Source: an optimization exercise on an open RTL-to-GDS flow (aim: small area). Production flows keep margins and buffers that such runs may drop. Where RTL was checked, it was by simulation tests only, not by an equivalence proof against the original. Power is estimated from default activity; no workload was simulated.

==> run a <==
Design grf_scoreboard, start of the top module:
module grf_scoreboard
(
    input  logic     clk,
    input  logic     reset,
    input  logic [grf_scoreboard_pkg::REG_AW-1:0] A1,
    input  logic [grf_scoreboard_pkg::REG_AW-1:0] A2,
    output logic [grf_scoreboard_pkg::WIDTH-1:0] RD1,
    output logic [grf_scoreboard_pkg::WIDTH-1:0] RD2,
    output logic     busy1,
    output logic     busy2,
    input  logic [grf_scoreboard_pkg::REG_AW-1:0] A3,
    input  logic [grf_scoreboard_pkg::WIDTH-1:0] WD,
    input  logic     WE,
    input  logic     issue_en,
    input  logic [grf_scoreboard_pkg::REG_AW-1:0] issue_dst
);
==> module c_a31o, before the edit <==
module c_a31o (input logic a1, a2, a3, b1, output logic y);
    assign y = (a1 & a2 & a3) | b1;
endmodule
==> module grf_rd_dec, before the edit <==
module grf_rd_dec
(
    input  logic [4:0]  a,
    input  logic [4:0]  a3,
    input  logic        we,
    input  logic [31:1] wr_n,     
    output logic [31:1] sel,
    output logic        byp
);
    logic [3:0] lo;
    logic [7:0] hi;
    grf_predec u_pd (.a(a), .lo(lo), .hi(hi));
    grf_byp u_byp (.a(a), .a3(a3), .we(we), .byp(byp));
    for (genvar i = 1; i < 32; i++) begin : g_sel
        c_and3 u (.a(lo[i % 4]), .b(hi[i / 4]), .c(wr_n[i]), .y(sel[i]));
    end
endmodule
==> module grf_byp, before the edit <==
module grf_byp
(
    input  logic [4:0] a,
    input  logic [4:0] a3,
    input  logic       we,
    output logic       byp
);
    assign byp = we && (a3 == a) && (a != 5'd0);
endmodule
==> module grf_wr_dec, before the edit <==
module grf_wr_dec
(
    input  logic        reset,
    input  logic [4:0]  a3,
    input  logic        we,
    input  logic        issue_en,
    input  logic [4:0]  issue_dst,
    output logic [31:1] wr_n,
    output logic [31:1] row_en,
    output logic [31:1] iss
);
    logic [3:0] wlo, ilo_n;
    logic [7:0] whi, ihi_n;
    logic       reset_n;
    assign reset_n = !reset;
    for (genvar k = 0; k < 4; k++) begin : g_lo
        assign wlo[k] = we && (a3[1:0] == 2'(k));
        assign ilo_n[k] = !(issue_en && !reset && (issue_dst[1:0] == 2'(k)));
    end
    for (genvar j = 0; j < 8; j++) begin : g_hi
        assign whi[j] = (a3[4:2] == 3'(j));
        assign ihi_n[j] = (issue_dst[4:2] != 3'(j));
    end
    for (genvar i = 1; i < 32; i++) begin : g_row
        c_nand2 u_wr  (.a(wlo[i % 4]), .b(whi[i / 4]), .y(wr_n[i]));
        c_nand2 u_en  (.a(wr_n[i]), .b(reset_n), .y(row_en[i]));
        c_nor2  u_iss (.a(ilo_n[i % 4]), .b(ihi_n[i / 4]), .y(iss[i]));
    end
endmodule
==> module grf_scoreboard, before the edit <==
module grf_scoreboard
(
    input  logic     clk,
    input  logic     reset,
    input  logic [grf_scoreboard_pkg::REG_AW-1:0] A1,
    input  logic [grf_scoreboard_pkg::REG_AW-1:0] A2,
    output logic [grf_scoreboard_pkg::WIDTH-1:0] RD1,
    output logic [grf_scoreboard_pkg::WIDTH-1:0] RD2,
    output logic     busy1,
    output logic     busy2,
    input  logic [grf_scoreboard_pkg::REG_AW-1:0] A3,
    input  logic [grf_scoreboard_pkg::WIDTH-1:0] WD,
    input  logic     WE,
    input  logic     issue_en,
    input  logic [grf_scoreboard_pkg::REG_AW-1:0] issue_dst
);
    localparam int W = grf_scoreboard_pkg::WIDTH;
    logic [W-1:0] r_regs [1:31];
    logic [31:1]  r_pend;
    logic [31:1]  w_wr_n;
    logic [31:1]  w_row_en;
    logic [31:1]  w_iss;
    logic [31:1]  w_pend_d;
    logic [W-1:0] w_wdata;
    grf_wr_dec u_wdec (
        .reset     (reset),
        .a3        (A3),
        .we        (WE),
        .issue_en  (issue_en),
        .issue_dst (issue_dst),
        .wr_n      (w_wr_n),
        .row_en    (w_row_en),
        .iss       (w_iss)
    );
    logic w_reset_n;
    assign w_reset_n = !reset;
    for (genvar b = 0; b < W; b++) begin : g_wd
        c_and2 u (.a(WD[b]), .b(w_reset_n), .y(w_wdata[b]));
    end
    for (genvar i = 1; i < 32; i++) begin : g_row
        always_ff @(posedge clk) begin
            if (w_row_en[i]) begin
                r_regs[i] <= w_wdata;
            end
        end
        c_a31o u_pend (.a1(r_pend[i]), .a2(w_wr_n[i]), .a3(w_reset_n), .b1(w_iss[i]), .y(w_pend_d[i]));
        always_ff @(posedge clk) begin
            r_pend[i] <= w_pend_d[i];
        end
    end
    logic [31:1] w_sel1, w_sel2;
    logic        w_byp1, w_byp2;
    grf_rd_dec u_rdec1 (.a(A1), .a3(A3), .we(WE), .wr_n(w_wr_n), .sel(w_sel1), .byp(w_byp1));
    grf_rd_dec u_rdec2 (.a(A2), .a3(A3), .we(WE), .wr_n(w_wr_n), .sel(w_sel2), .byp(w_byp2));
    for (genvar b = 0; b < W; b++) begin : g_rd
        logic [31:0] w_s1, w_s2, w_d;
        logic [2:0]  w_g1, w_g2;
        for (genvar i = 1; i < 32; i++) begin : g_t
            assign w_s1[i-1] = w_sel1[i];
            assign w_s2[i-1] = w_sel2[i];
            assign w_d[i-1]  = r_regs[i][b];
        end
        assign w_s1[31] = w_byp1;
        assign w_s2[31] = w_byp2;
        assign w_d[31]  = WD[b];
        grf_aoi_tree #(.NT(32)) u_t1 (.s(w_s1), .d(w_d), .g(w_g1));
        grf_aoi_tree #(.NT(32)) u_t2 (.s(w_s2), .d(w_d), .g(w_g2));
        c_or3 u_o1 (.a(w_g1[0]), .b(w_g1[1]), .c(w_g1[2]), .y(RD1[b]));
        c_or3 u_o2 (.a(w_g2[0]), .b(w_g2[1]), .c(w_g2[2]), .y(RD2[b]));
    end
    logic [31:0] w_bs1, w_bs2, w_bd;
    logic [2:0]  w_bg1, w_bg2;
    for (genvar i = 1; i < 32; i++) begin : g_bt
        assign w_bs1[i-1] = w_sel1[i];
        assign w_bs2[i-1] = w_sel2[i];
        assign w_bd[i-1]  = r_pend[i];
    end
    assign w_bs1[31] = 1'b0;
    assign w_bs2[31] = 1'b0;
    assign w_bd[31]  = 1'b0;
    grf_aoi_tree #(.NT(31)) u_bt1 (.s(w_bs1), .d(w_bd), .g(w_bg1));
    grf_aoi_tree #(.NT(31)) u_bt2 (.s(w_bs2), .d(w_bd), .g(w_bg2));
    c_or3 u_b1 (.a(w_bg1[0]), .b(w_bg1[1]), .c(w_bg1[2]), .y(busy1));
    c_or3 u_b2 (.a(w_bg2[0]), .b(w_bg2[1]), .c(w_bg2[2]), .y(busy2));
endmodule
make LEC_CHECK=0 CAP_MARGIN=20 CORE_MARGIN=2 CORE_UTILIZATION=60 CTS_BUF_LIST=sky130_fd_sc_hd__clkbuf_16 CTS_CLUSTER_DIAMETER=80 CTS_CLUSTER_SIZE=25 PLACE_DENSITY=0.72 SETUP_SLACK_MARGIN=0.3 SLEW_MARGIN=20 SYNTH_HIERARCHICAL=1 SYNTH_MINIMUM_KEEP_SIZE=0 finish   # period 6.0 ns
run.sh (not shown) runs the stock make flow with config.mk's settings and CLKGATE_MAP_FILE= SYNTH_SCRIPT=/design/flow/synth_recipe.tcl, a recipe that flattens the netlist after the stock synthesis.
==> inputs of run b, as changes to run a <==
--- a/flow/design.v
+++ b/flow/design.v
@@ -24,8 +24,14 @@
 module c_or3 (input logic a, b, c, output logic y);
     assign y = a | b | c;
 endmodule
-module c_a31o (input logic a1, a2, a3, b1, output logic y);
-    assign y = (a1 & a2 & a3) | b1;
+module c_nor4 (input logic a, b, c, d, output logic y);
+    assign y = !(a | b | c | d);
+endmodule
+module c_o21ai (input logic a1, a2, b1, output logic y);
+    assign y = !((a1 | a2) & b1);
+endmodule
+module c_o21a (input logic a1, a2, b1, output logic y);
+    assign y = (a1 | a2) & b1;
 endmodule
 module c_nor2 (input logic a, b, output logic y);
     assign y = !(a | b);
@@ -65,12 +71,13 @@
     input  logic        we,
     input  logic [31:1] wr_n,     
     output logic [31:1] sel,
-    output logic        byp
+    output logic        byp,
+    output logic        idle      
 );
     logic [3:0] lo;
     logic [7:0] hi;
     grf_predec u_pd (.a(a), .lo(lo), .hi(hi));
-    grf_byp u_byp (.a(a), .a3(a3), .we(we), .byp(byp));
+    grf_byp u_byp (.a(a), .a3(a3), .we(we), .byp(byp), .idle(idle));
     for (genvar i = 1; i < 32; i++) begin : g_sel
         c_and3 u (.a(lo[i % 4]), .b(hi[i / 4]), .c(wr_n[i]), .y(sel[i]));
     end
@@ -93,9 +100,11 @@
     input  logic [4:0] a,
     input  logic [4:0] a3,
     input  logic       we,
-    output logic       byp
-);
-    assign byp = we && (a3 == a) && (a != 5'd0);
+    output logic       byp,
+    output logic       idle
+);
+    assign byp  = we && (a3 == a) && (a != 5'd0);
+    assign idle = byp || (a == 5'd0);
 endmodule
 module grf_wr_dec
 (
@@ -106,24 +115,24 @@
     input  logic [4:0]  issue_dst,
     output logic [31:1] wr_n,
     output logic [31:1] row_en,
-    output logic [31:1] iss
-);
-    logic [3:0] wlo, ilo_n;
-    logic [7:0] whi, ihi_n;
+    output logic [31:1] iss_n
+);
+    logic [3:0] wlo, ilo;
+    logic [7:0] whi, ihi;
     logic       reset_n;
     assign reset_n = !reset;
     for (genvar k = 0; k < 4; k++) begin : g_lo
         assign wlo[k] = we && (a3[1:0] == 2'(k));
-        assign ilo_n[k] = !(issue_en && !reset && (issue_dst[1:0] == 2'(k)));
+        assign ilo[k] = issue_en && !reset && (issue_dst[1:0] == 2'(k));
     end
     for (genvar j = 0; j < 8; j++) begin : g_hi
         assign whi[j] = (a3[4:2] == 3'(j));
-        assign ihi_n[j] = (issue_dst[4:2] != 3'(j));
+        assign ihi[j] = (issue_dst[4:2] == 3'(j));
     end
     for (genvar i = 1; i < 32; i++) begin : g_row
         c_nand2 u_wr  (.a(wlo[i % 4]), .b(whi[i / 4]), .y(wr_n[i]));
         c_nand2 u_en  (.a(wr_n[i]), .b(reset_n), .y(row_en[i]));
-        c_nor2  u_iss (.a(ilo_n[i % 4]), .b(ihi_n[i / 4]), .y(iss[i]));
+        c_nand2 u_iss (.a(ilo[i % 4]), .b(ihi[i / 4]), .y(iss_n[i]));
     end
 endmodule
 module grf_scoreboard
@@ -144,11 +153,11 @@
 );
     localparam int W = grf_scoreboard_pkg::WIDTH;
     logic [W-1:0] r_regs [1:31];
-    logic [31:1]  r_pend;
+    logic [31:1]  r_idle;
     logic [31:1]  w_wr_n;
     logic [31:1]  w_row_en;
-    logic [31:1]  w_iss;
-    logic [31:1]  w_pend_d;
+    logic [31:1]  w_iss_n;
+    logic [31:1]  w_idle_d;
     logic [W-1:0] w_wdata;
     grf_wr_dec u_wdec (
         .reset     (reset),
@@ -158,7 +167,7 @@
         .issue_dst (issue_dst),
         .wr_n      (w_wr_n),
         .row_en    (w_row_en),
-        .iss       (w_iss)
+        .iss_n     (w_iss_n)
     );
     logic w_reset_n;
     assign w_reset_n = !reset;
@@ -171,15 +180,15 @@
                 r_regs[i] <= w_wdata;
             end
         end
-        c_a31o u_pend (.a1(r_pend[i]), .a2(w_wr_n[i]), .a3(w_reset_n), .b1(w_iss[i]), .y(w_pend_d[i]));
+        c_o21a u_idle (.a1(r_idle[i]), .a2(w_row_en[i]), .b1(w_iss_n[i]), .y(w_idle_d[i]));
         always_ff @(posedge clk) begin
-            r_pend[i] <= w_pend_d[i];
+            r_idle[i] <= w_idle_d[i];
         end
     end
     logic [31:1] w_sel1, w_sel2;
-    logic        w_byp1, w_byp2;
-    grf_rd_dec u_rdec1 (.a(A1), .a3(A3), .we(WE), .wr_n(w_wr_n), .sel(w_sel1), .byp(w_byp1));
-    grf_rd_dec u_rdec2 (.a(A2), .a3(A3), .we(WE), .wr_n(w_wr_n), .sel(w_sel2), .byp(w_byp2));
+    logic        w_byp1, w_byp2, w_none1, w_none2;
+    grf_rd_dec u_rdec1 (.a(A1), .a3(A3), .we(WE), .wr_n(w_wr_n), .sel(w_sel1), .byp(w_byp1), .idle(w_none1));
+    grf_rd_dec u_rdec2 (.a(A2), .a3(A3), .we(WE), .wr_n(w_wr_n), .sel(w_sel2), .byp(w_byp2), .idle(w_none2));
     for (genvar b = 0; b < W; b++) begin : g_rd
         logic [31:0] w_s1, w_s2, w_d;
         logic [2:0]  w_g1, w_g2;
@@ -198,16 +207,17 @@
     end
     logic [31:0] w_bs1, w_bs2, w_bd;
     logic [2:0]  w_bg1, w_bg2;
+    logic        w_bz1, w_bz2;
     for (genvar i = 1; i < 32; i++) begin : g_bt
         assign w_bs1[i-1] = w_sel1[i];
         assign w_bs2[i-1] = w_sel2[i];
-        assign w_bd[i-1]  = r_pend[i];
+        assign w_bd[i-1]  = r_idle[i];
     end
     assign w_bs1[31] = 1'b0;
     assign w_bs2[31] = 1'b0;
     assign w_bd[31]  = 1'b0;
     grf_aoi_tree #(.NT(31)) u_bt1 (.s(w_bs1), .d(w_bd), .g(w_bg1));
     grf_aoi_tree #(.NT(31)) u_bt2 (.s(w_bs2), .d(w_bd), .g(w_bg2));
-    c_or3 u_b1 (.a(w_bg1[0]), .b(w_bg1[1]), .c(w_bg1[2]), .y(busy1));
-    c_or3 u_b2 (.a(w_bg2[0]), .b(w_bg2[1]), .c(w_bg2[2]), .y(busy2));
-endmodule
+    c_nor4 u_b1 (.a(w_bg1[0]), .b(w_bg1[1]), .c(w_bg1[2]), .d(w_none1), .y(busy1));
+    c_nor4 u_b2 (.a(w_bg2[0]), .b(w_bg2[1]), .c(w_bg2[2]), .d(w_none2), .y(busy2));
+endmodule
CORE_UTILIZATION = 40   (was 60)
CTS_BUF_LIST = not set   (was sky130_fd_sc_hd__clkbuf_16)
CTS_CLUSTER_DIAMETER = not set   (was 80)
CTS_CLUSTER_SIZE = not set   (was 25)
PLACE_DENSITY = 0.6   (was 0.72)
SETUP_SLACK_MARGIN = not set   (was 0.3)
==> inputs of run c, as changes to run a <==
==> flow/flow/run.sh (new file) <==
#!/bin/bash
# The standard layout (standard.sh), with one change: the buffer that ORFS puts on every
# input and output port is sky130_fd_sc_hd__buf_1 instead of the delay cell buffer_ports picks
# on its own. Every other step, setting and check is the standard flow's.
set -e
cp standard.sh standard.sh.log
export BUFFER_PORTS_ARGS="-buffer_cell sky130_fd_sc_hd__buf_1"
bash standard.sh > standard.log 2>&1
==> flow/standard.sh (new file) <==
#!/bin/bash
# synth_recipe.tcl (not shown) runs the flow's synth.tcl, then flattens the netlist and writes it again
# the make line also repeats each setting of config.mk as NAME=value (left out here)
make -C /OpenROAD-flow-scripts/flow DESIGN_CONFIG=/design/flow/config.mk WORK_HOME=/design/flow/orfs CLKGATE_MAP_FILE= SYNTH_SCRIPT=/design/flow/synth_recipe.tcl "${@:-finish}"
CTS_CLUSTER_DIAMETER = 90   (was 80)
CTS_CLUSTER_SIZE = 28   (was 25)
SETUP_SLACK_MARGIN = 0.25   (was 0.3)
removed: flow/run.sh
==> summary of the runs <==
- Run c finished clean. Run b produced a layout that fails on setup timing. Run a passed the timing, design-rule and antenna checks.
- Setup slack: run c > run a > run b.
- Sequential share of layout area, highest first: run c, run a, run b.
- Register-to-register slack is about the same in run a and run c.
- Clock skew is the same in run b and run c.
- Of run b and run a, run b has the higher die area (gap about 50%, measured against run a).
==> figures <==
quantity	run a	run b	run c
Met1 demand-to-capacity share in global routing	60.8%	40.9%	54.9%
Violation count after the first detailed-routing iteration	9436	8184	8841
Share of total power in the clock network	27.1%	38.9%	26.3%
Cell internal pwr	0.0106 W	0.0128 W	0.0102 W
Total area of multi-input combinational cells	10800 sq um	10700 sq um	10600 sq um
Post-route worst setup slack	0.172 ns	-0.0103 ns	0.335 ns
Status	complete, no violations	finished with violations	complete, no violations
Violated checks	-	setup timing	-
Routability congestion estimate	1.03	0.995	0.988
Initial core utilization	60.8%	40.3%	60.8%
CP startpoint	A3[3]	A2[1]	A3[0]
Final worst-path cycle share	97.1%	100%	94.4%
For run b, only the layout was checked, not whether the RTL still works.

## port drivers added, routing unchanged
How much do the figures lean on ideal ports? The routed layouts below were timed once more, with nothing changed but the port constraints. Step 1 (the two cells are an assumption about what drives the block):
set clk [get_ports {clk}]
set_driving_cell -lib_cell sky130_fd_sc_hd__clkbuf_16 $clk
set_driving_cell -lib_cell sky130_fd_sc_hd__buf_2 [delete_from_list [all_inputs] $clk]
Step 2 moves the port delays by t, midway between the first and last clock arrival at a register: inputs arrive t later, outputs are due t later. That takes back most of the time a late clock gives input paths. a / b / c = no drivers / after step 1 / after step 2; a / b = the first two.
run | t, ns | setup slack, ns | hold WS [ns] | clock arrival spread, ns | slew at the worst register clock pin (ns)
run a | 0.720 | 0.172 / 0.135 / 0.135 | 0.525 / 0.525 / 0.525 | 0.029 / 0.029 | 0.10 / 0.10
run b | 0.746 | -0.010 / -0.040 / -0.040 | 0.488 / 0.488 / 0.488 | 0.035 / 0.035 | 0.07 / 0.07
run c | 0.694 | 0.335 / 0.293 / 0.293 | 0.533 / 0.533 / 0.533 | 0.041 / 0.041 | 0.12 / 0.12
For run c, which loses most, drivers alone change the setup slack by -0.042 ns; drivers and shift together by -0.042 ns.
